From an optimization exercise on the open Yosys and OpenROAD flow, aimed at small area, a short achievable clock period and few clock cycles per item; shortcuts taken in it are not production practice. At most, simulation tests tie the RTL to the original design; equivalence was not proved.

==> module mod_vector_seq, before the edit <==
module mod_vector_seq #(
  parameter int N  = 8,
  parameter int W  = 16,
  parameter int WW = 32,
  parameter int K  = 4
) (
  input  logic            clk,
  input  logic            rst,
  input  logic            in_valid,
  output logic            in_ready,
  input  logic [N*WW-1:0] in_vec,
  input  logic [W-1:0]    q_in,
  input  logic            signed_mode,
  output logic            out_valid,
  input  logic            out_ready,
  output logic [N*W-1:0]  out_vec,
  output logic            err
);
  localparam int G  = WW / K;            
  localparam int GL = (WW - W) / K;      
  localparam int GW = $clog2(G);
  logic [GW-1:0]  ld_cnt;                
  logic           act;                   
  logic           bb_v;                  
  logic           bb_last;               
  logic           prim;                  
  logic [K-1:0]   bb    [N];             
  logic [W-1:0]   h_r   [N];             
  logic [W-1:0]   q1_r;                  
  logic [W-1:0]   nq_r;                  
  logic           qz_r;                  
  logic [W-1:0]   r     [N];             
  logic [W-1:0]   h0    [N];             
  logic [W-1:0]   rs    [N];             
  logic idle, stall, start, qlong, qzero;
  logic [GW-1:0] g0, ld_sel;
  assign stall  = out_valid & ~out_ready;
  assign idle   = ~act & ~bb_v;
  assign start  = idle & prim & in_valid & ~stall;
  assign qlong  = q_in[W-1];
  assign qzero  = (q_in == '0);
  assign g0     = qlong ? GW'(GL) : '0;
  assign ld_sel = act ? ld_cnt : start ? g0 + 1'b1 : g0;
  assign in_ready = act & (ld_cnt == GW'(G - 1));
  function automatic logic [W-1:0] step(input logic [W-1:0] rr,
                                        input logic         b,
                                        input logic [W-1:0] nq);
    logic [W:0]   t;
    logic [W+1:0] s;
    t = {rr, b};
    s = {1'b0, t} + {2'b01, nq} + 1'b1;
    step = s[W+1] ? s[W-1:0] : t[W-1:0];
  endfunction
  always_comb begin
    for (int i = 0; i < N; i++) begin
      logic [WW-1:0] x;
      logic          sneg;
      logic [W-1:0]  h, a;
      logic [W:0]    s;
      x    = in_vec[i*WW +: WW];
      sneg = signed_mode & x[WW-1] & ~qzero;
      h    = qlong ? x[WW-1 -: W] : {W{sneg}};
      s    = {1'b0, h} + {1'b0, sneg ? q_in : ~q_in} + {{W{1'b0}}, ~sneg};
      h0[i] = (sneg | s[W]) ? s[W-1:0] : h;
      a = idle ? h_r[i] : r[i];
      for (int j = K - 1; j >= 0; j--)
        a = step(a, bb[i][j] & ~qz_r, (j == K - 1) ? ~q1_r : nq_r);
      rs[i] = a;
    end
  end
  always_ff @(posedge clk) begin
    for (int i = 0; i < N; i++) begin
      bb[i]  <= in_vec[i*WW + WW - 1 - int'(ld_sel) * K -: K];
      h_r[i] <= h0[i];
      if (!stall)
        r[i] <= rs[i];
    end
    if (!act) begin
      q1_r <= q_in;
      nq_r <= ~q_in;
      qz_r <= qzero;
    end
  end
  always_ff @(posedge clk or posedge rst) begin
    if (rst) begin
      act       <= 1'b0;
      bb_v      <= 1'b0;
      bb_last   <= 1'b0;
      prim      <= 1'b0;
      ld_cnt    <= '0;
      out_valid <= 1'b0;
      err       <= 1'b0;
    end else begin
      prim    <= in_valid;
      bb_v    <= start | act;
      bb_last <= act & (ld_cnt == GW'(G - 1));
      if (start) begin
        act    <= 1'b1;
        ld_cnt <= g0 + 2'd2;
      end else if (act) begin
        ld_cnt <= ld_cnt + 1'b1;
        if (ld_cnt == GW'(G - 1))
          act <= 1'b0;
      end
      if (out_valid && out_ready)
        out_valid <= 1'b0;
      if (bb_v && bb_last) begin
        out_valid <= 1'b1;
        err       <= qz_r;
      end
    end
  end
  always_comb
    for (int i = 0; i < N; i++)
      out_vec[i*W +: W] = r[i];
endmodule
==> flow/config.mk <==
export PLATFORM = sky130hd
export DESIGN_NAME = mod_vector_seq
export DESIGN_NICKNAME = mod_vector_seq
export VERILOG_FILES = /design/flow/design.v
export SDC_FILE = /design/flow/constraint.sdc
export NUM_CORES = 4
export LEC_CHECK = 0
export ABC_AREA = 1
export CAP_MARGIN = 30
export CORE_MARGIN = 2
export CORE_UTILIZATION = 40
export SLEW_MARGIN = 30
==> flow/constraint.sdc <==
create_clock -name core_clock -period 22.0 [get_ports {clk}]
set_input_delay 4.4000 -clock core_clock [delete_from_list [all_inputs] [get_ports {clk}]]
set_output_delay 4.4000 -clock core_clock [all_outputs]
set_load 0.01 [all_outputs]
standard.sh (not shown) runs the stock make flow with config.mk's settings and CLKGATE_MAP_FILE= SYNTH_SCRIPT=/design/flow/synth_recipe.tcl, a recipe that flattens the netlist after the stock synthesis.
==> flow/flow/run.sh <==
#!/bin/bash
# Standard synthesis and layout, with these changes to how the layout is made:
# - port buffers use the plain buf_1 cell (every input and output port is
#   still buffered);
set -euo pipefail
export BUFFER_PORTS_ARGS="-buffer_cell sky130_fd_sc_hd__buf_1"
bash standard.sh SETUP_SLACK_MARGIN=14 MATCH_CELL_FOOTPRINT=0 \
  "BUFFER_PORTS_ARGS=-buffer_cell sky130_fd_sc_hd__buf_1" finish > standard_flow.log 2>&1
The baseline passed the timing, DRC and antenna checks.
Testbench counts at the start, summed over its fixed seeds: cycles 8,208, items 2,048.
Rerun with:
--- a/flow/design.v
+++ b/flow/design.v
@@ -25,12 +25,11 @@
   logic           bb_v;                  
   logic           bb_last;               
+  logic [K-1:0]   bb    [N];             
+  logic [W-1:0]   q_r;                   
+  logic           qz_r;                  
+  logic           sm_r;                  
   logic           prim;                  
-  logic [K-1:0]   bb    [N];             
-  logic [W-1:0]   h_r   [N];             
-  logic [W-1:0]   q1_r;                  
-  logic [W-1:0]   nq_r;                  
-  logic           qz_r;                  
   logic [W-1:0]   r     [N];             
-  logic [W-1:0]   h0    [N];             
+  logic [W-1:0]   r0    [N];             
   logic [W-1:0]   rs    [N];             
   logic idle, stall, start, qlong, qzero;
@@ -38,17 +37,17 @@
   assign stall  = out_valid & ~out_ready;
   assign idle   = ~act & ~bb_v;
-  assign start  = idle & prim & in_valid & ~stall;
-  assign qlong  = q_in[W-1];
+  assign start  = idle & prim & ~stall;    
+  assign qlong  = q_r[W-1];
   assign qzero  = (q_in == '0);
   assign g0     = qlong ? GW'(GL) : '0;
-  assign ld_sel = act ? ld_cnt : start ? g0 + 1'b1 : g0;
+  assign ld_sel = idle ? g0 : ld_cnt;
   assign in_ready = act & (ld_cnt == GW'(G - 1));
   function automatic logic [W-1:0] step(input logic [W-1:0] rr,
                                         input logic         b,
-                                        input logic [W-1:0] nq);
+                                        input logic [W-1:0] q);
     logic [W:0]   t;
     logic [W+1:0] s;
     t = {rr, b};
-    s = {1'b0, t} + {2'b01, nq} + 1'b1;
+    s = {1'b0, t} + {2'b01, ~q} + 1'b1;
     step = s[W+1] ? s[W-1:0] : t[W-1:0];
   endfunction
@@ -56,30 +55,30 @@
     for (int i = 0; i < N; i++) begin
       logic [WW-1:0] x;
-      logic          sneg;
+      logic          sneg, add;
       logic [W-1:0]  h, a;
-      logic [W:0]    s;
+      logic [W:0]    t;
+      logic [W+1:0]  s;
       x    = in_vec[i*WW +: WW];
-      sneg = signed_mode & x[WW-1] & ~qzero;
+      sneg = sm_r & x[WW-1];
       h    = qlong ? x[WW-1 -: W] : {W{sneg}};
-      s    = {1'b0, h} + {1'b0, sneg ? q_in : ~q_in} + {{W{1'b0}}, ~sneg};
-      h0[i] = (sneg | s[W]) ? s[W-1:0] : h;
-      a = idle ? h_r[i] : r[i];
-      for (int j = K - 1; j >= 0; j--)
-        a = step(a, bb[i][j] & ~qz_r, (j == K - 1) ? ~q1_r : nq_r);
-      rs[i] = a;
+      add  = idle & sneg;
+      a    = r[i];
+      for (int j = K - 1; j >= 1; j--)
+        a = step(a, bb[i][j] & ~qz_r, q_r);
+      t    = idle ? {1'b0, h} : {a, bb[i][0] & ~qz_r};
+      s    = {1'b0, t} + (add ? {2'b00, q_r} : {2'b01, ~q_r}) + {{(W+1){1'b0}}, ~add};
+      rs[i] = (s[W+1] | add) ? s[W-1:0] : t[W-1:0];
+      r0[i] = rs[i] & {W{~qz_r}};
     end
   end
   always_ff @(posedge clk) begin
     for (int i = 0; i < N; i++) begin
-      bb[i]  <= in_vec[i*WW + WW - 1 - int'(ld_sel) * K -: K];
-      h_r[i] <= h0[i];
+      bb[i] <= in_vec[i*WW + WW - 1 - int'(ld_sel) * K -: K];
       if (!stall)
-        r[i] <= rs[i];
+        r[i] <= idle ? r0[i] : rs[i];
     end
-    if (!act) begin
-      q1_r <= q_in;
-      nq_r <= ~q_in;
-      qz_r <= qzero;
-    end
+    q_r  <= q_in;
+    qz_r <= qzero;
+    sm_r <= signed_mode;
   end
   always_ff @(posedge clk or posedge rst) begin
@@ -98,5 +97,5 @@
       if (start) begin
         act    <= 1'b1;
-        ld_cnt <= g0 + 2'd2;
+        ld_cnt <= g0 + 1'b1;
       end else if (act) begin
         ld_cnt <= ld_cnt + 1'b1;
Cell count goes down by 17%.
Core utilization falls by 0.75 points.
Global-route usage shrinks by 1.4 points.
Via count shrinks by 17%.
First-iteration DRC count fell by 19%.
Worst setup slack is better by 0.14 ns.
Wire length fell by about 20%.
Clock-buffer cell count drops by 39.
Non-clock buffer count is lower by 74.
Synthesized area went down by about 18%.
Cell area decreases by about 20%.
Sequential cell count falls by 143.
Register-to-register slack improved by 0.14 ns.
Worst hold slack got worse by 0.050 ns.
No functional check of the RTL was part of the second run of this note.

========
mod_vector_seq, a different RTL version from the one above (not shown whole).
Size in the first run: about 7400 cells after synthesis.
==> module mod_vector_seq, before the edit <==
module mod_vector_seq #(
  parameter int N  = 8,
  parameter int W  = 16,
  parameter int WW = 32,
  parameter int K  = 4
) (
  input  logic            clk,
  input  logic            rst,
  input  logic            in_valid,
  output logic            in_ready,
  input  logic [N*WW-1:0] in_vec,
  input  logic [W-1:0]    q_in,
  input  logic            signed_mode,
  output logic            out_valid,
  input  logic            out_ready,
  output logic [N*W-1:0]  out_vec,
  output logic            err
);
  localparam int G  = WW / K;            
  localparam int GL = (WW - W) / K;      
  localparam int GW = $clog2(G);
  logic [GW-1:0]  ld_cnt;                
  logic           act;                   
  logic           bb_v;                  
  logic           bb_last;               
  logic [K-1:0]   bb    [N];             
  logic [W-1:0]   q_r;                   
  logic [W-1:0]   nq1_r;                 
  logic           qz_r;                  
  logic           sm_r;                  
  logic           prim;                  
  logic [W-1:0]   r     [N];             
  logic [W-1:0]   rs    [N];             
  logic idle, stall, start, qlong, qzero;
  logic [GW-1:0] g0, ld_sel;
  assign stall  = out_valid & ~out_ready;
  assign idle   = ~act & ~bb_v;
  assign start  = idle & prim & ~stall;    
  assign qlong  = q_r[W-1];
  assign qzero  = (q_in == '0);
  assign g0     = qlong ? GW'(GL) : '0;
  assign ld_sel = idle ? g0 : ld_cnt;
  assign in_ready = act & (ld_cnt == GW'(G - 1));
  function automatic logic [W-1:0] step(input logic [W-1:0] rr,
                                        input logic         b,
                                        input logic [W-1:0] q);
    logic [W:0]   t;
    logic [W+1:0] s;
    t = {rr, b};
    s = {1'b0, t} + {2'b01, ~q} + 1'b1;
    step = s[W+1] ? s[W-1:0] : t[W-1:0];
  endfunction
  function automatic logic [W-1:0] step_n(input logic [W-1:0] rr,
                                          input logic         b,
                                          input logic [W-1:0] nq);
    logic [W:0]   t;
    logic [W+1:0] s;
    t = {rr, b};
    s = {1'b0, t} + {2'b01, nq} + 1'b1;
    step_n = s[W+1] ? s[W-1:0] : t[W-1:0];
  endfunction
  always_comb begin
    for (int i = 0; i < N; i++) begin
      logic [WW-1:0] x;
      logic          sneg, add;
      logic [W-1:0]  h, a;
      logic [W:0]    t;
      logic [W+1:0]  s;
      x    = in_vec[i*WW +: WW];
      sneg = sm_r & x[WW-1] & ~qz_r;       
      h    = qlong ? x[WW-1 -: W] : {W{sneg}};
      add  = idle & sneg;
      a    = r[i];
      a = step_n(a, bb[i][K-1] & ~qz_r, nq1_r);
      for (int j = K - 2; j >= 1; j--)
        a = step(a, bb[i][j] & ~qz_r, q_r);
      t    = idle ? {1'b0, h} : {a, bb[i][0] & ~qz_r};
      s    = {1'b0, t} + (add ? {2'b00, q_r} : {2'b01, ~q_r}) + {{(W+1){1'b0}}, ~add};
      rs[i] = (s[W+1] | add) ? s[W-1:0] : t[W-1:0];
    end
  end
  always_ff @(posedge clk) begin
    for (int i = 0; i < N; i++) begin
      bb[i] <= in_vec[i*WW + WW - 1 - int'(ld_sel) * K -: K];
      if (!stall)
        r[i] <= rs[i];
    end
    q_r  <= q_in;
    nq1_r <= ~q_in;
    qz_r <= qzero;
    sm_r <= signed_mode;
  end
  always_ff @(posedge clk or posedge rst) begin
    if (rst) begin
      act       <= 1'b0;
      bb_v      <= 1'b0;
      bb_last   <= 1'b0;
      prim      <= 1'b0;
      ld_cnt    <= '0;
      out_valid <= 1'b0;
      err       <= 1'b0;
    end else begin
      prim    <= in_valid;
      bb_v    <= start | act;
      bb_last <= act & (ld_cnt == GW'(G - 1));
      if (start) begin
        act    <= 1'b1;
        ld_cnt <= g0 + 1'b1;
      end else if (act) begin
        ld_cnt <= ld_cnt + 1'b1;
        if (ld_cnt == GW'(G - 1))
          act <= 1'b0;
      end
      if (out_valid && out_ready)
        out_valid <= 1'b0;
      if (bb_v && bb_last) begin
        out_valid <= 1'b1;
        err       <= qz_r;
      end
    end
  end
  always_comb
    for (int i = 0; i < N; i++)
      out_vec[i*W +: W] = r[i];
endmodule
clock: 22.0 ns
lec_check: 0
abc_area: 1
cap_margin: 30
core_margin: 2
core_utilization: 40
slew_margin: 30
==> flow/flow/run.sh <==
#!/bin/bash
# Standard synthesis and layout, with these changes to how the layout is made:
# - port buffers use the plain buf_1 cell (every input and output port is
#   still buffered);
set -euo pipefail
export BUFFER_PORTS_ARGS="-buffer_cell sky130_fd_sc_hd__buf_1"
bash standard.sh SETUP_SLACK_MARGIN=13 MATCH_CELL_FOOTPRINT=0 \
  "BUFFER_PORTS_ARGS=-buffer_cell sky130_fd_sc_hd__buf_1" finish > standard_flow.log 2>&1
Testbench counts at the start, summed over its fixed seeds: cycles 10,256, items 2,048.
Edit:
--- a/flow/design.v
+++ b/flow/design.v
@@ -24,22 +24,20 @@
   logic           act;                   
   logic           bb_v;                  
   logic           bb_last;               
   logic [K-1:0]   bb    [N];             
   logic [W-1:0]   q_r;                   
-  logic [W-1:0]   nq1_r;                 
   logic           qz_r;                  
-  logic           sm_r;                  
-  logic           prim;                  
   logic [W-1:0]   r     [N];             
+  logic [W-1:0]   r0    [N];             
   logic [W-1:0]   rs    [N];             
   logic idle, stall, start, qlong, qzero;
   logic [GW-1:0] g0, ld_sel;
   assign stall  = out_valid & ~out_ready;
   assign idle   = ~act & ~bb_v;
-  assign start  = idle & prim & ~stall;    
-  assign qlong  = q_r[W-1];
+  assign start  = idle & in_valid & ~stall;
+  assign qlong  = q_in[W-1];
   assign qzero  = (q_in == '0);
   assign g0     = qlong ? GW'(GL) : '0;
   assign ld_sel = idle ? g0 : ld_cnt;
   assign in_ready = act & (ld_cnt == GW'(G - 1));
   function automatic logic [W-1:0] step(input logic [W-1:0] rr,
@@ -49,61 +47,52 @@
     logic [W+1:0] s;
     t = {rr, b};
     s = {1'b0, t} + {2'b01, ~q} + 1'b1;
     step = s[W+1] ? s[W-1:0] : t[W-1:0];
   endfunction
-  function automatic logic [W-1:0] step_n(input logic [W-1:0] rr,
-                                          input logic         b,
-                                          input logic [W-1:0] nq);
-    logic [W:0]   t;
-    logic [W+1:0] s;
-    t = {rr, b};
-    s = {1'b0, t} + {2'b01, nq} + 1'b1;
-    step_n = s[W+1] ? s[W-1:0] : t[W-1:0];
-  endfunction
+  logic [W-1:0] qa;
+  assign qa = idle ? q_in : q_r;
   always_comb begin
     for (int i = 0; i < N; i++) begin
       logic [WW-1:0] x;
       logic          sneg, add;
       logic [W-1:0]  h, a;
       logic [W:0]    t;
       logic [W+1:0]  s;
       x    = in_vec[i*WW +: WW];
-      sneg = sm_r & x[WW-1] & ~qz_r;       
+      sneg = signed_mode & x[WW-1];
       h    = qlong ? x[WW-1 -: W] : {W{sneg}};
       add  = idle & sneg;
       a    = r[i];
-      a = step_n(a, bb[i][K-1] & ~qz_r, nq1_r);
-      for (int j = K - 2; j >= 1; j--)
+      for (int j = K - 1; j >= 1; j--)
         a = step(a, bb[i][j] & ~qz_r, q_r);
       t    = idle ? {1'b0, h} : {a, bb[i][0] & ~qz_r};
-      s    = {1'b0, t} + (add ? {2'b00, q_r} : {2'b01, ~q_r}) + {{(W+1){1'b0}}, ~add};
+      s    = {1'b0, t} + (add ? {2'b00, qa} : {2'b01, ~qa}) + {{(W+1){1'b0}}, ~add};
       rs[i] = (s[W+1] | add) ? s[W-1:0] : t[W-1:0];
+      r0[i] = rs[i] & {W{~qzero}};
     end
   end
   always_ff @(posedge clk) begin
     for (int i = 0; i < N; i++) begin
       bb[i] <= in_vec[i*WW + WW - 1 - int'(ld_sel) * K -: K];
       if (!stall)
-        r[i] <= rs[i];
+        r[i] <= idle ? r0[i] : rs[i];
     end
-    q_r  <= q_in;
-    nq1_r <= ~q_in;
-    qz_r <= qzero;
-    sm_r <= signed_mode;
+    if (idle) begin
+      q_r  <= q_in;
+      qz_r <= qzero;
+    end
   end
   always_ff @(posedge clk or posedge rst) begin
     if (rst) begin
       act       <= 1'b0;
       bb_v      <= 1'b0;
       bb_last   <= 1'b0;
-      prim      <= 1'b0;
       ld_cnt    <= '0;
       out_valid <= 1'b0;
       err       <= 1'b0;
     end else begin
-      prim    <= in_valid;
       bb_v    <= start | act;
       bb_last <= act & (ld_cnt == GW'(G - 1));
       if (start) begin
         act    <= 1'b1;
         ld_cnt <= g0 + 1'b1;
The changed run finished clean.
Fmax came out lower by 0.64%.
Cell area is lower by about 2.4%.
Count of clock-buffer cells in the layout shrinks by 25.
Critical path depth rises by 5.
Wire length drops by 10%.
Global-route usage went down by 2.8 points.
Worst hold slack gains 15 ps.
Final cell count fell by about 6%.
Die area decreases by about 3.4%.
Worst setup slack gets worse by 54 ps.
Non-clock buffer count rose by 47.
Area after synthesis falls by about 3.4%.
Core utilization went up by 0.77 points.
Testbench counts after the change, summed over its fixed seeds: cycles 10,248, items 2,048.

re-timing with driven ports:
In the flow no input, the clock included, has a driving cell. The finished layouts below were timed again as built, in two steps.
Step 1, drivers: a clkbuf_16 drives clk and a buf_2 each remaining input, both assumed.
Step 2 also shifts input and output timing later by t, the mid clock arrival at the registers, as if the neighbouring blocks saw the same clock.
Slacks: ideal ports / drivers / drivers and shift; pairs: ideal ports / drivers.
| run | t, ns | setup slack, ns | slew at the worst register clock pin (ns) |
|---|---|---|---|
| the first run of note 1 | 0.724 | 13.996 / 13.996 / 13.335 | 0.08 / 0.08 |
| the second run of note 1 | 0.609 | 14.132 / 14.132 / 13.883 | 0.10 / 0.10 |
| the first run of note 2 | 0.732 | 13.495 / 13.495 / 13.408 | 0.07 / 0.07 |
| the second run of note 2 | 0.596 | 13.441 / 13.441 / 12.951 | 0.10 / 0.10 |
After both steps setup and hold are still met in every run listed. The setup slack of the first run of note 1, which loses most, moves by 0.000 ns with the drivers and by -0.661 ns with both steps.
